Context: an optimization exercise on an open-source flow, tuned for small area, a short achievable clock period and few clock cycles per item. The choices shown serve that exercise and are no tape-out recipe.
In this exercise RTL edits were held to simulation tests only and were not proved equivalent to the original.
Power figures rest on the tool's default switching activity, not on a simulated workload.

==> branch violet: inputs <==
==> flow/design.v (excerpt) <==
module safe_stop_release_supervisor_top #(
    parameter int POS_BITS    = 20,
    parameter int STREAK_BITS = 16
) (
    input  logic                                clk,
    input  logic                                rst_n,
    input  logic [1:0]                          s_tuser,
    input  logic [ssrs_pkg::IN_DATA_W-1:0]      s_tdata,
    input  logic                                s_tvalid,
    output logic                                s_tready,
    output logic [ssrs_pkg::OUT_DATA_W-1:0]     m_tdata,
    output logic                                m_tvalid,
    input  logic                                m_tready,
    input  logic                                cfg_valid,
    output logic                                cfg_ready,
    input  logic [ssrs_pkg::CFG_IDX_W-1:0]      cfg_index,
    input  logic [ssrs_pkg::POS_W-1:0]          cfg_data
);
Settings: LEC_CHECK=0, ABC_CLOCK_PERIOD_IN_PS=3500, CAP_MARGIN=20, CORE_MARGIN=2, CORE_UTILIZATION=40, SETUP_SLACK_MARGIN=5, SLEW_MARGIN=20; clock period 8.0 ns.
run.sh (not shown) runs the stock make flow with config.mk's settings and CLKGATE_MAP_FILE= SYNTH_SCRIPT=/design/flow/synth_recipe.tcl, a recipe that flattens the netlist after the stock synthesis.
==> branch willow (differences from branch violet) <==
--- a/flow/design.v
+++ b/flow/design.v
@@ -136,17 +136,20 @@
     output logic                                cfg_ready,
     input  logic [ssrs_pkg::CFG_IDX_W-1:0]      cfg_index,
     input  logic [ssrs_pkg::POS_W-1:0]          cfg_data
 );
     localparam logic [19:0] CUT = 20'b1111_1111_1111_1111_1110;
-    localparam int F_X   = 0;
-    localparam int F_EV  = 1;
-    localparam int F_AV  = 2;    
-    localparam int F_CAN = 3;    
-    localparam int F_CS  = 4;    
-    localparam int F_NEG = 6;    
-    localparam int FW    = 7;
+    localparam int F_V   = 0;    
+    localparam int F_EV  = 1;    
+    localparam int F_ACT = 2;    
+    localparam int F_AV  = 3;    
+    localparam int F_CAN = 4;    
+    localparam int F_STP = 5;    
+    localparam int F_CI  = 6;    
+    localparam int F_CH  = 7;    
+    localparam int F_NEG = 8;    
+    localparam int FW    = 9;
     logic advance;         
     logic out_valid;
     logic skid_valid;
     logic rdy_q;           
     assign advance   = !skid_valid;
@@ -180,16 +183,22 @@
     logic        take;
     logic        in_ev, in_act, in_rst;
     logic        latched;
     logic [19:0] start;
     logic [31:0] lf_cand;      
+    logic        in_nstop, in_pstop, in_stop;
+    logic in_nle;
+    ssrs_ge #(.N(17)) u_nspd (.a (~{1'b0, stop_speed}), .b (s_tdata[36:20]), .ge (in_nle));
+    ssrs_ge #(.N(16)) u_pspd (.a (stop_speed), .b (s_tdata[35:20]), .ge (in_pstop));
+    assign in_nstop = !in_nle;
     always_comb
     begin
         take    = s_tvalid && advance;
         in_ev   = take && (s_tuser == 2'd0);
         in_act  = take && (s_tuser == 2'd1);
         in_rst  = take && (s_tuser == 2'd2);
+        in_stop = s_tdata[36] ? in_nstop : in_pstop;
     end
     always_ff @(posedge clk or negedge rst_n)
     begin
         if (!rst_n)
             latched <= 1'b0;
@@ -206,12 +215,11 @@
             lf_cand <= s_tdata[72:41];
     end
     logic        l0_v;
     logic [1:0]  l0_kind;
     logic [19:0] l0_a;        
-    logic        l0_act, l0_av, l0_can, l0_emp, l0_clr, l0_fne, l0_fnz;
-    logic [16:0] l0_spd;
+    logic        l0_act, l0_av, l0_can, l0_stp, l0_cc, l0_fne, l0_fnz;
     always_ff @(posedge clk or negedge rst_n)
     begin
         if (!rst_n)
             l0_v <= 1'b0;
         else if (advance)
@@ -224,13 +232,12 @@
             l0_kind <= s_tuser;
             l0_a    <= s_tuser[0] ? s_tdata[112:93] : s_tdata[19:0];
             l0_act  <= latched;
             l0_av   <= s_tdata[37];
             l0_can  <= s_tdata[38];
-            l0_spd  <= s_tdata[36:20];
-            l0_emp  <= s_tdata[39];
-            l0_clr  <= s_tdata[40];
+            l0_stp  <= in_stop;
+            l0_cc   <= in_stop && !s_tdata[39] && s_tdata[40];
             l0_fne  <= s_tdata[72:41] != lf_cand;
             l0_fnz  <= s_tdata[72:41] != 32'd0;
         end
     end
     logic        lf_zero;      
@@ -238,15 +245,10 @@
     logic [19:0] s1_dd;
     logic        s1_ge;
     logic        s1_fdiff;
     logic [19:0] s1_x;
     logic [FW-1:0] s1_f;
-    logic l0_nle, l0_pstop, l0_stp, l0_cc;
-    ssrs_ge #(.N(17)) u_nspd (.a (~{1'b0, stop_speed}), .b (l0_spd), .ge (l0_nle));
-    ssrs_ge #(.N(16)) u_pspd (.a (stop_speed), .b (l0_spd[15:0]), .ge (l0_pstop));
-    assign l0_stp = l0_spd[16] ? !l0_nle : l0_pstop;
-    assign l0_cc  = l0_stp && !l0_emp && l0_clr;
     logic s1_lt;
     ssrs_sub #(.N(20)) u_dist (.a (l0_a), .b (start), .d (s1_dd), .lt (s1_lt));
     assign s1_ge = !s1_lt;
     always_comb
     begin
@@ -258,15 +260,18 @@
         else if (l0_kind == 2'd1)
             s1_x = l0_a;
         else
             s1_x = '0;
         s1_f        = '0;
-        s1_f[F_X]   = s1_ld || (s1_ev && l0_act);
+        s1_f[F_V]   = l0_v;
         s1_f[F_EV]  = s1_ev;
+        s1_f[F_ACT] = l0_act;
         s1_f[F_AV]  = l0_av;
         s1_f[F_CAN] = l0_can;
-        s1_f[F_CS+1:F_CS] = !l0_stp ? 2'd0 : !l0_cc ? 2'd1 : s1_fdiff ? 2'd2 : 2'd3;
+        s1_f[F_STP] = l0_stp;
+        s1_f[F_CI]  = l0_cc && s1_fdiff;
+        s1_f[F_CH]  = l0_cc && !s1_fdiff;
         s1_f[F_NEG] = !s1_ge;
     end
     always_ff @(posedge clk)
     begin
         if (advance)
@@ -275,67 +280,50 @@
                 lf_zero <= 1'b1;
             else if (s1_ev && l0_act)
                 lf_zero <= !l0_cc;
         end
     end
-    logic [19:0] hz, hz_q;
-    always_ff @(posedge clk)
-        for (int r = 0; r < 20; r++)
-            hz_q[r] <= (r == 19) ? 1'b1 : ((track_len >> (r + 1)) == 20'd0);
-    always_comb
-    begin
-        hz = hz_q;
-        hz[0] = (track_len[19:1] == 19'd0);
-        hz[1] = (track_len[19:2] == 18'd0);
-    end
-    logic [19:0] len_a, len_b_n, len_c, len_d_n;
-    logic [3:0][19:0] len_g;
-    always_ff @(posedge clk)
+    logic [19:0] hz;
+    always_ff @(posedge clk or negedge rst_n)
     begin
-        if (cfg_we[0])
-        begin
-            len_a   <= cfg_data;
-            len_b_n <= ~cfg_data;
-            len_c   <= cfg_data;
-            len_d_n <= ~cfg_data;
-        end
+        if (!rst_n)
+            hz <= '1;
+        else if (cfg_we[0])
+            for (int r = 0; r < 20; r++)
+                hz[r] <= (r == 19) ? 1'b1 : ((cfg_data >> (r + 1)) == 20'd0);
     end
-    assign len_g[0] = len_a;
-    assign len_g[1] = ~len_b_n;
-    assign len_g[2] = len_c;
-    assign len_g[3] = ~len_d_n;
     logic [20:0][19:0]   xi;
     logic [19:0][19:0]   xo;
     logic [20:0][FW-1:0] fi;
     assign xi[0] = s1_x;
     assign fi[0] = s1_f;
     for (genvar r = 0; r < 20; r++)
     begin : g_row
         ssrs_mod_step #(.R(r)) u_step (
             .x_i (xi[r]),
-            .len (len_g[r / 5]),
+            .len (track_len),
             .hz  (hz[r]),
             .en  (fi[r][F_EV]),
             .x_o (xo[r])
         );
         if (CUT[r])
         begin : g_reg
-            logic [1:0]    v_q;
-            logic [FW-1:2] f_q;
+            logic          v_q;
+            logic [FW-1:1] f_q;
             logic [19:0]   x_q;
             always_ff @(posedge clk or negedge rst_n)
             begin
                 if (!rst_n)
-                    v_q <= 2'b00;
+                    v_q <= 1'b0;
                 else if (advance)
-                    v_q <= fi[r][1:0];
+                    v_q <= fi[r][F_V];
             end
             always_ff @(posedge clk)
             begin
                 if (advance)
                 begin
-                    f_q <= fi[r][FW-1:2];
+                    f_q <= fi[r][FW-1:1];
                     x_q <= xo[r];
                 end
             end
             assign xi[r+1] = x_q;
             assign fi[r+1] = {f_q, v_q};
@@ -357,29 +345,23 @@
     logic [15:0]   avoid_next, clear_next;
     logic [7:0]    need;
     logic          cb, cc, cb_ge, cc_ge;
     assign e_r    = xi[20];
     assign e_f    = fi[20];
-    assign e_load = e_f[F_X] && !e_f[F_EV];
-    assign e_eva  = e_f[F_X] && e_f[F_EV];
+    assign e_load = e_f[F_V] && !e_f[F_EV];
+    assign e_eva  = e_f[F_V] && e_f[F_EV] && e_f[F_ACT];
+    logic [20:0] lp_s;
     logic        ge1, ge_lp, lp_ok;
     logic [19:0] pneed_s;
     logic        pneed_c;
+    logic lp_lt;
     ssrs_ge  #(.N(21)) u_c1 (.a ({e_r, 1'b0}), .b ({1'b0, track_len}), .ge (ge1));
     ssrs_ge  #(.N(21)) u_c2 (.a ({1'b0, e_r}), .b (pneed), .ge (c2));
     ssrs_ge  #(.N(21)) u_c3 (.a ({e_r, 1'b1}), .b ({1'b0, track_len}), .ge (c3));
-    logic [21:0] lm, lm_s, lp, lp_n;
-    logic        lm_lt, lpn_lt;
-    ssrs_sub #(.N(22)) u_lm (.a ({2'b00, track_len}), .b ({2'b00, pass_margin}), .d (lm_s), .lt (lm_lt));
-    ssrs_sub #(.N(22)) u_lp (.a (lm), .b ({2'b00, danger_next}), .d (lp_n), .lt (lpn_lt));
-    ssrs_ge  #(.N(21)) u_c4 (.a ({1'b0, e_r}), .b (lp[20:0]), .ge (ge_lp));
-    assign lp_ok = !lp[21];
-    always_ff @(posedge clk)
-    begin
-        lm <= lm_s;
-        lp <= lp_n;
-    end
+    ssrs_sub #(.N(21)) u_lp (.a ({1'b0, track_len}), .b (pneed), .d (lp_s), .lt (lp_lt));
+    ssrs_ge  #(.N(21)) u_c4 (.a ({1'b0, e_r}), .b (lp_s), .ge (ge_lp));
+    assign lp_ok = !lp_lt;
     ssrs_add #(.N(20)) u_pn (.a (danger_next), .b (pass_margin), .ci (1'b0), .s (pneed_s), .co (pneed_c));
     always_comb
     begin
         danger_next = e_load ? e_r : danger;
         c1     = !ge1;
@@ -413,17 +395,16 @@
     always_ff @(posedge clk or negedge rst_n)
     begin
         if (!rst_n)
             tk_v <= 1'b0;
         else if (advance)
-            tk_v <= e_f[F_EV];
+            tk_v <= e_f[F_V] && e_f[F_EV];
     end
     always_ff @(posedge clk)
     begin
         if (advance)
-            tk <= {pz, e_f[F_CS+1:F_CS] == 2'd3, e_f[F_CS+1:F_CS] == 2'd2, e_f[F_CAN], e_f[F_AV],
-                  e_f[F_CS+1:F_CS] != 2'd0, passed, e_f[F_X]};
+            tk <= {pz, e_f[F_CH], e_f[F_CI], e_f[F_CAN], e_f[F_AV], e_f[F_STP], passed, e_f[F_ACT]};
     end
     always_comb
     begin
         tok_pv = advance && tk_v;
         tok_p  = tk;
@@ -475,11 +456,11 @@
         end
         else
         begin
             if (e_load)
                 pz <= 1'b1;
-            else if (advance && e_f[F_EV])
+            else if (advance && e_f[F_V] && e_f[F_EV])
                 pz <= 1'b0;
             if (or_free && skid_valid)
             begin
                 skid_valid <= 1'b0;
                 rdy_q      <= 1'b1;
- ABC_CLOCK_PERIOD_IN_PS: 3500 -> 3000
- SETUP_SLACK_MARGIN: 5 -> 2
==> summary of the runs <==
- Between branch violet and branch willow, the lower global-route usage is in branch willow (gap 2.2 points).
- Sequential cell count: branch willow is lower than branch violet (55).
- Maximum frequency: branch willow is lower than branch violet (about 25%).
- In branch willow the sequential share of layout area is higher than in branch violet, by 5.7 points.
- Against branch willow, the wire length of branch violet is larger by 22%.
- Between branch violet and branch willow, the lower sequential power is in branch willow (gap about 15%, measured against branch willow).
- Between branch willow and branch violet, the lower critical path depth is in branch violet (gap 3).
- Hold slack: branch violet is lower than branch willow (0.013 ns).
- Between branch willow and branch violet, the lower register-to-register slack is in branch willow (gap 1.3 ns).
- Between branch violet and branch willow, the lower count of clock-buffer cells in the layout is in branch willow (gap 19).
==> figures <==
DRT iter0 DRCs: branch violet 2004; branch willow 1758
Vertical extent of the die: branch violet 335 um; branch willow 329 um
Sum of met3 wire segment lengths after detailed routing: branch violet 5.44 mm; branch willow 3.44 mm
Proportion of total power due to net switching: branch violet 0.285; branch willow 0.255
Post-detailed-routing wire length: branch violet 110 mm; branch willow 90.2 mm
Multi-input logic portion of the cell area: branch violet 0.368; branch willow 0.353
Fraction of the mapped netlist area in compound gates: branch violet 0.0995; branch willow 0.0993
Starting Density: branch violet 0.404; branch willow 0.403
Tcrit/Tclk final: branch violet 0.501; branch willow 0.664
HPWL Detailed: branch violet 67.8 mm; branch willow 61.8 mm
Fmax achieved: branch violet 0.250 GHz; branch willow 0.188 GHz
Portion of netlist area occupied by mux cells: branch violet 0.0220; branch willow 0.0288
Fraction of registers with async set or reset after synthesis: branch violet 0.161; branch willow 0.172
Antenna diode count: branch violet 1; branch willow 0
Synthesis-to-finish area growth: branch violet 31.3%; branch willow 15.1%
Maximum number of pins on one net before global-route repair: branch violet 174; branch willow 128
Via density: branch violet 5.17; branch willow 5.16
Status: branch violet complete, no violations; branch willow complete, no violations
Clock skew: branch violet 0.0286 ns; branch willow 0.0256 ns
Combined area of the multi-input logic cells: branch violet 0.0212 mm^2; branch willow 0.0172 mm^2
Number of library cell types mapped by synthesis: branch violet 86; branch willow 93
Testbench counts of branch violet, summed over its fixed seeds: cycles 24,176, items 23,331.
Testbench counts of branch willow, summed over its fixed seeds: cycles 24,176, items 23,331.

[afterwards: timing with drivers on the ports]
How much do the figures lean on ideal ports? The routed layouts below were timed once more, with nothing changed but the port constraints. Step 1, drivers: a clkbuf_16 drives clk and a buf_2 each remaining input, both assumed. Step 2 moves the port delays by t, midway between the first and last clock arrival at a register: inputs arrive t later, outputs are due t later. That takes back most of the time a late clock gives input paths. a / b / c = ideal ports / drivers / drivers and shift; a / b = the first two.
run | t, ns | setup slack, ns | hold slack, ns | worst setup path at the end | worst slew at a driven data input, ns
branch violet | 0.744 | 3.995 / 3.995 / 3.995 | 0.398 / 0.398 / 0.398 | register to register | 0.10
branch willow | 0.713 | 2.688 / 2.688 / 2.404 | 0.411 / 0.411 / 0.411 | input to register | 0.11
After both steps setup and hold are still met in every run listed. The setup slack of branch willow, which loses most, moves by 0.000 ns with the drivers and by -0.284 ns with both steps.
